Source: an optimization exercise on an open RTL-to-GDS flow (aim: small area, a short achievable clock period and few clock cycles). Production flows keep margins and buffers that such runs may drop. RTL that was checked went through simulation tests only; none was proved equivalent to the original. Power and IR drop assume default switching activity.

run A:
// conv3x3_mac
module conv3x3_mac #(
   parameter bit RELU = 1'b0
) (
   input  logic         i_clk,
   input  logic         i_rstn,
   input  logic [9:0]   i_num_ci,
   input  logic         i_valid,
   output logic         o_ready,
   input  logic [143:0] i_window,
   input  logic [143:0] i_weight,
   input  logic [15:0]  i_bias,
   output logic         o_valid,
   input  logic         i_ready,
   output logic [15:0]  o_data
);
Size: ~7600 cells after synthesis, about 1100 flip-flops, ~80000 sq um of cells after synthesis.
Settings: LEC_CHECK=0, ABC_AREA=1, CAP_MARGIN=20, CORE_MARGIN=2, CORE_UTILIZATION=40, CTS_CLUSTER_DIAMETER=60, CTS_CLUSTER_SIZE=30, SETUP_SLACK_MARGIN=4.85, SLEW_MARGIN=20, SYNTH_HIERARCHICAL=1, SYNTH_MINIMUM_KEEP_SIZE=0; clock period 8.0 ns.
standard.sh (not shown) runs the stock make flow with config.mk's settings and CLKGATE_MAP_FILE= SYNTH_SCRIPT=/design/flow/synth_recipe.tcl, a recipe that flattens the netlist after the stock synthesis.
==> flow/flow/run.sh <==
#!/bin/bash
# The standard layout (the standard.sh, standard synthesis unchanged), except:
# - the buffers every input and output port gets are plain buf_1 cells instead of the
#   delay-buffer cell buffer_ports picks by default (repair_timing still resizes them);
# - clock tree synthesis adds no dummy balancing loads.
set -euo pipefail
export BUFFER_PORTS_ARGS="-buffer_cell sky130_fd_sc_hd__buf_1"
export CTS_ARGS="-sink_clustering_enable -repair_clock_nets -sink_clustering_size 30 -sink_clustering_max_diameter 60 -dont_use_dummy_load"
bash standard.sh finish > standard.log 2>&1
Run A did not stop at any stage, and its layout met the timing, DRC and antenna checks.
Testbench counts of run A, summed over its fixed seeds: cycles 45,039.
> inputs changed (run A -> run B)
- changing SETUP_SLACK_MARGIN from 4.85 to 4.95
- setting PLACE_DENSITY to 0.7 for the first time
Summary of run B over run A: static leakage fell by 0.27 nW, count of clock buffers in the final design decreased by about 4% relative to the old numbers, power drawn by the clock network decreased by about 3% relative to the old numbers, number of filler cells placed in the layout fell by about 0.7%, total chip power fell about 3%.
Per the comparison of run B with run A, sequential share of cell area has increased, highest ir drop seen on vdd has decreased, fraction of standard cell area in multi-input logic has remained practically unchanged, final wirelength has decreased.
The inputs of run C differ from those of run B as listed below.
- clearing PLACE_DENSITY, which used to be 0.7
==> comparison <==
- Run C against run B: worst setup slack before clock tree synthesis dropped 0.035 ns; final wirelength climbed about 1.6%.
- Compared with run B, in run C count of cells along the worst hold path flat, sequential share of layout area flat.
- Total clock network power (run C over run B): increase, about 1%
- Relative to run B, the final cell area reported for run C is higher.
- NOTE: relative contribution of combinational cells to total power in run C exceeds that of run B
> inputs changed (run C -> run D)
- a change of SETUP_SLACK_MARGIN from 4.95 to 4.75
- an added PLACE_DENSITY of 0.5
==> summary.txt <==
Looking at endpoint of the worst setup timing path, the p0_20_15 result is from run D; the p0_8_10 one comes from run C.
Maximum clock rate: run D vs run C down about 4.6%
Run D vs. run C: worst endpoint data arrival time increased 0.14 ns, first-pass GRT wire length increased 6500 um, area overhead of the layout relative to synthesis decreased 1.8 points.
Row clock distribution power: run D higher / run C lower
Number of clock-tree buffers in the layout: run D and run C compared, lower one is run C
Core util | run D vs run C | run D lower
Between run D and run C, final critical-path setup slack is lower for run D, run C comes in above that.
Run D vs run C: final weighted congestion in routability-driven placement down slightly
--- input diff run D..run E ---
- a deleted PLACE_DENSITY that had been 0.5
- Run E ran to completion and came out clean on the timing, DRC and antenna checks.
- Between run D and run E, maximum cell stage delay along the critical path decreased.
- Comparing last weighted congestion value of the routability-driven placer for run E and run D, the smaller number came from run E.
- Final design area excluding fillers, run E and run D, higher one = run E.
Modified inputs, run F compared to run E
- PLACE_DENSITY: unset -> 0.5
- SETUP_SLACK_MARGIN: 4.75 -> 5.0
## What came out
The clock insertion delay at the later pin of the skew report of run E and that of run F are within noise of each other. Going from run E to run F, routed length on met1 now sits higher; global-route usage now sits higher; total wirelength of the detailed-routed design now sits higher; share of power burned in the clock network now sits at about the same level; combinational power now sits at about the same level. Diff run E and run F: fraction of power consumed by sequential logic higher in run E. Looking at critical-path maximum fanout, run F sits 11 below run E. In the reports for run E and run F, the smaller multi-input gate share of the layout cell area belongs to run F. Capture point of the worst path = p0_8_10: run E; capture point of the worst path = q[0][8]: run F. Total stage count of the critical path is higher on run F.

---

## the reference run
conv3x3_mac, a different RTL version from the one above (not shown whole).
Size: ~1100 flip-flops, roughly 340 I/O pins, roughly 77000 sq um of cells after synthesis.
==> flow/config.mk <==
export PLATFORM = sky130hd
export DESIGN_NAME = conv3x3_mac
export DESIGN_NICKNAME = conv3x3_mac
export VERILOG_FILES = /design/flow/design.v
export SDC_FILE = /design/flow/constraint.sdc
export NUM_CORES = 4
export LEC_CHECK = 0
export ABC_AREA = 1
export CAP_MARGIN = 20
export CORE_MARGIN = 2
export CORE_UTILIZATION = 40
export CTS_CLUSTER_DIAMETER = 60
export CTS_CLUSTER_SIZE = 30
export SETUP_SLACK_MARGIN = 4.75
export SLEW_MARGIN = 20
export SYNTH_HIERARCHICAL = 1
export SYNTH_MINIMUM_KEEP_SIZE = 0
==> flow/constraint.sdc <==
create_clock -name core_clock -period 8.0 [get_ports {i_clk}]
set_input_delay 1.6000 -clock core_clock [delete_from_list [all_inputs] [get_ports {i_clk}]]
set_output_delay 1.6000 -clock core_clock [all_outputs]
set_load 0.01 [all_outputs]
==> flow/flow/run.sh <==
#!/bin/bash
# The standard layout (the standard.sh, standard synthesis unchanged), except that the
# buffers every input and output port gets are plain buf_1 cells instead of the delay-buffer
# cell buffer_ports picks by default; repair_timing still resizes them where timing needs it.
set -euo pipefail
export BUFFER_PORTS_ARGS="-buffer_cell sky130_fd_sc_hd__buf_1"
bash standard.sh finish > standard.log 2>&1
Both conditions hold for the reference run: the flow ran to the end and the final layout passed the timing, DRC and antenna checks.
For the trial run, these inputs were changed with respect to the reference run:
-- flow/config.mk --
<<< the reference run, line 14
export SETUP_SLACK_MARGIN = 4.75
>>> the trial run, line 14
export SETUP_SLACK_MARGIN = 4.6
Results
- Cmp the trial run vs the reference run: total of fill cells in the finished design higher in the trial run
- Summary — arrival time at the worst endpoint, the trial run relative to the reference run: higher, by 0.10 ns.
- The reference run vs the trial run, startpoint of the most critical setup path: acc_c[27] vs acc_s[11]
- Summary of the comparison: sequential portion of the cell area is higher in the trial run, relative to the reference run.
- Leakage power summed over all cells, the trial run and the reference run: lower on the trial run
- Where routed wire length is concerned, the reference run is outperformed by the trial run.
- Between the trial run and the reference run, the aggregate global-route resource usage does not differ in any meaningful way.
- Summary of the comparison: number of post-CTS setup repair buffers is lower in the trial run, relative to the reference run.
- From the reference run to the trial run the numbers moved as follows: relative contribution of combinational cells to total power increased by 0.6 points relative to the old numbers; sequential cell fraction of total power closely matched the old numbers.
- Between the trial run and the reference run, vias per cell is lower for the reference run, the trial run comes in above that.
No run of this note included a check of the RTL's function; only the layout flow was run.

---

conv3x3_mac, a different RTL version from the one above (not shown whole).
Size in the first run: about 7500 cells after synthesis, about 340 I/O pins.
// conv3x3_mac
module conv3x3_mac #(
   parameter bit RELU = 1'b0
) (
   input  logic         i_clk,
   input  logic         i_rstn,
   input  logic [9:0]   i_num_ci,
   input  logic         i_valid,
   output logic         o_ready,
   input  logic [143:0] i_window,
   input  logic [143:0] i_weight,
   input  logic [15:0]  i_bias,
   output logic         o_valid,
   input  logic         i_ready,
   output logic [15:0]  o_data
);
Settings: LEC_CHECK=0, ABC_AREA=1, CAP_MARGIN=20, CORE_MARGIN=2, CORE_UTILIZATION=40, SETUP_SLACK_MARGIN=4.6, SLEW_MARGIN=20, SYNTH_HIERARCHICAL=1, SYNTH_MINIMUM_KEEP_SIZE=0; clock period 8.0 ns.
Scripts as last shown in full above: flow/flow/run.sh
The starting point ran to the end with no violations.
Testbench counts at the start, summed over its fixed seeds: cycles 45,039.
Edit:
==> flow/run.sh (new file) <==
#!/bin/bash
# synth_recipe.tcl (not shown) runs the flow's synth.tcl, then flattens the netlist and writes it again
# the make line also repeats each setting of config.mk as NAME=value (left out here)
make -C /OpenROAD-flow-scripts/flow DESIGN_CONFIG=/design/flow/config.mk WORK_HOME=/design/flow/orfs CLKGATE_MAP_FILE= SYNTH_SCRIPT=/design/flow/synth_recipe.tcl finish
CORE_UTILIZATION = 65   (was 40)
PLACE_DENSITY = 0.72   (was not set)
removed: flow/flow/run.sh
removed: flow/standard.sh
Global-route usage goes up by 19 points. Combinational power goes up by a few percent. Cell count shrinks by roughly a tenth.

---

conv3x3_mac, a different RTL version from the one above (not shown whole).
Size: ~7,500 cells after synthesis, roughly 340 I/O pins, about 80,000 sq um of cells after synthesis.
export LEC_CHECK = 0
export ABC_AREA = 1
export CAP_MARGIN = 20
export CORE_MARGIN = 2
export CORE_UTILIZATION = 40
export CTS_CLUSTER_DIAMETER = 60
export CTS_CLUSTER_SIZE = 30
export SETUP_SLACK_MARGIN = 4.75
export SLEW_MARGIN = 20
export SYNTH_HIERARCHICAL = 1
export SYNTH_MINIMUM_KEEP_SIZE = 0
create_clock -name core_clock -period 8.0 [get_ports {i_clk}]
==> flow/flow/run.sh <==
#!/bin/bash
# The standard layout (the standard.sh, standard synthesis unchanged), except:
# - the buffers every input and output port gets are plain buf_1 cells instead of the
#   delay-buffer cell buffer_ports picks by default (repair_timing still resizes them);
# - clock tree synthesis adds no dummy balancing loads.
set -euo pipefail
export BUFFER_PORTS_ARGS="-buffer_cell sky130_fd_sc_hd__buf_1"
export CTS_ARGS="-sink_clustering_enable -repair_clock_nets -sink_clustering_size 30 -sink_clustering_max_diameter 60 -dont_use_dummy_load"
bash standard.sh finish > standard.log 2>&1
==> next run, changes <==
==> flow/flow/run.sh (replaced) <==
#!/bin/bash
# The standard layout (the standard.sh, standard synthesis unchanged), except that the
# buffers every input and output port gets are plain buf_1 cells instead of the delay-buffer
# cell buffer_ports picks by default; repair_timing still resizes them where timing needs it.
set -euo pipefail
export BUFFER_PORTS_ARGS="-buffer_cell sky130_fd_sc_hd__buf_1"
bash standard.sh finish > standard.log 2>&1
Area after synthesis does not change.
Worst setup slack gets better by 0.022 ns.
Critical path depth stays the same.
Global-route usage stays flat.
No functional check of the RTL was part of any run of this note.

---

conv3x3_mac with an RTL version that a note above also has.
For scale: about 1100 flip-flops.
export LEC_CHECK = 0
export ABC_AREA = 1
export CAP_MARGIN = 20
export CORE_MARGIN = 2
export CORE_UTILIZATION = 40
export CTS_CLUSTER_DIAMETER = 60
export CTS_CLUSTER_SIZE = 30
export PLACE_DENSITY = 0.45
export SETUP_SLACK_MARGIN = 4.95
export SLEW_MARGIN = 20
export SYNTH_HIERARCHICAL = 1
export SYNTH_MINIMUM_KEEP_SIZE = 0
create_clock -name core_clock -period 8.0 [get_ports {i_clk}]
==> flow/flow/run.sh <==
#!/bin/bash
# The standard layout (the standard.sh, standard synthesis unchanged), except:
# - the buffers every input and output port gets are plain buf_1 cells instead of the
#   delay-buffer cell buffer_ports picks by default (repair_timing still resizes them);
# - clock tree synthesis adds no dummy balancing loads.
set -euo pipefail
export BUFFER_PORTS_ARGS="-buffer_cell sky130_fd_sc_hd__buf_1"
export CTS_ARGS="-sink_clustering_enable -repair_clock_nets -sink_clustering_size 30 -sink_clustering_max_diameter 60 -dont_use_dummy_load"
bash standard.sh finish > standard.log 2>&1
Testbench counts at the start, summed over its fixed seeds: cycles 45,039.
Next try:
--- a/flow/config.mk
+++ b/flow/config.mk
@@ -12,6 +12,6 @@
 export CTS_CLUSTER_DIAMETER = 60
 export CTS_CLUSTER_SIZE = 30
-export PLACE_DENSITY = 0.45
-export SETUP_SLACK_MARGIN = 4.95
+export PLACE_DENSITY = 0.5
+export SETUP_SLACK_MARGIN = 4.85
 export SLEW_MARGIN = 20
 export SYNTH_HIERARCHICAL = 1
The changed run ran to the end with no violations. Global-route usage shrinks by 1.3 points. Core utilization shrinks by 0.30 points. Cell area shrinks by 0.67%. Count of clock-buffer cells in the layout is unchanged. Clock power barely changes. Worst setup slack is better by 0.032 ns. Wire length shrinks by 3.6%. Sequential power is about the same.

==> afterwards: timing with drivers on the ports <==
In the flow no input, the clock included, has a driving cell. The finished layouts below were timed again as built, in two steps.
Step 1 assumes that a clkbuf_16 drives the clock port and a buf_2 every other input.
Step 2 adds t to the input delays and takes it off the output delays; t is the mean of the earliest and latest rising clock arrival at the registers after step 1. Input paths then give back, and output paths get back, about the clock's delay inside the block.
a / b / c = ideal ports / drivers / drivers and shift; a / b = the first two.
run	t, ns	slack for setup (ns)	hold slack, ns	latest minus earliest clock arrival (ns)	worst data-port slew with drivers (ns)
run A	0.835	4.760 / 4.760 / 4.516	0.327 / 0.327 / 0.327	0.108 / 0.107	0.10
run B	0.805	4.800 / 4.800 / 4.314	0.249 / 0.249 / 0.249	0.136 / 0.136	0.09
run C	0.824	4.854 / 4.854 / 4.430	0.325 / 0.325 / 0.325	0.097 / 0.098	0.10
run D	0.841	4.703 / 4.703 / 4.312	0.326 / 0.326 / 0.326	0.119 / 0.119	0.07
run E	0.834	4.654 / 4.654 / 4.334	0.327 / 0.327 / 0.327	0.111 / 0.112	0.10
run F	0.830	4.845 / 4.845 / 4.311	0.306 / 0.306 / 0.306	0.122 / 0.123	0.07
the reference run	0.845	3.966 / 3.966 / 3.966	0.296 / 0.296 / 0.296	0.062 / 0.063	0.08
the trial run	0.849	3.994 / 3.994 / 3.994	0.308 / 0.308 / 0.308	0.082 / 0.083	0.07
the first run of note 3	0.863	4.557 / 4.557 / 4.004	0.326 / 0.326 / 0.326	0.069 / 0.068	0.09
the second run of note 3	0.839	4.473 / 4.473 / 3.844	0.325 / 0.325 / 0.325	0.061 / 0.061	0.07
the first run of note 4	0.818	4.679 / 4.679 / 4.234	0.303 / 0.303 / 0.303	0.107 / 0.106	0.13
the second run of note 4	0.851	4.701 / 4.701 / 4.260	0.329 / 0.329 / 0.329	0.073 / 0.073	0.10
the first run of note 5	0.827	4.796 / 4.796 / 4.366	0.309 / 0.309 / 0.309	0.103 / 0.103	0.11
the second run of note 5	0.842	4.828 / 4.828 / 4.196	0.326 / 0.326 / 0.326	0.117 / 0.117	0.07
After both steps every run listed still meets setup and hold. For the second run of note 5, which loses most, drivers alone change the setup slack by 0.000 ns; drivers and shift together by -0.632 ns.
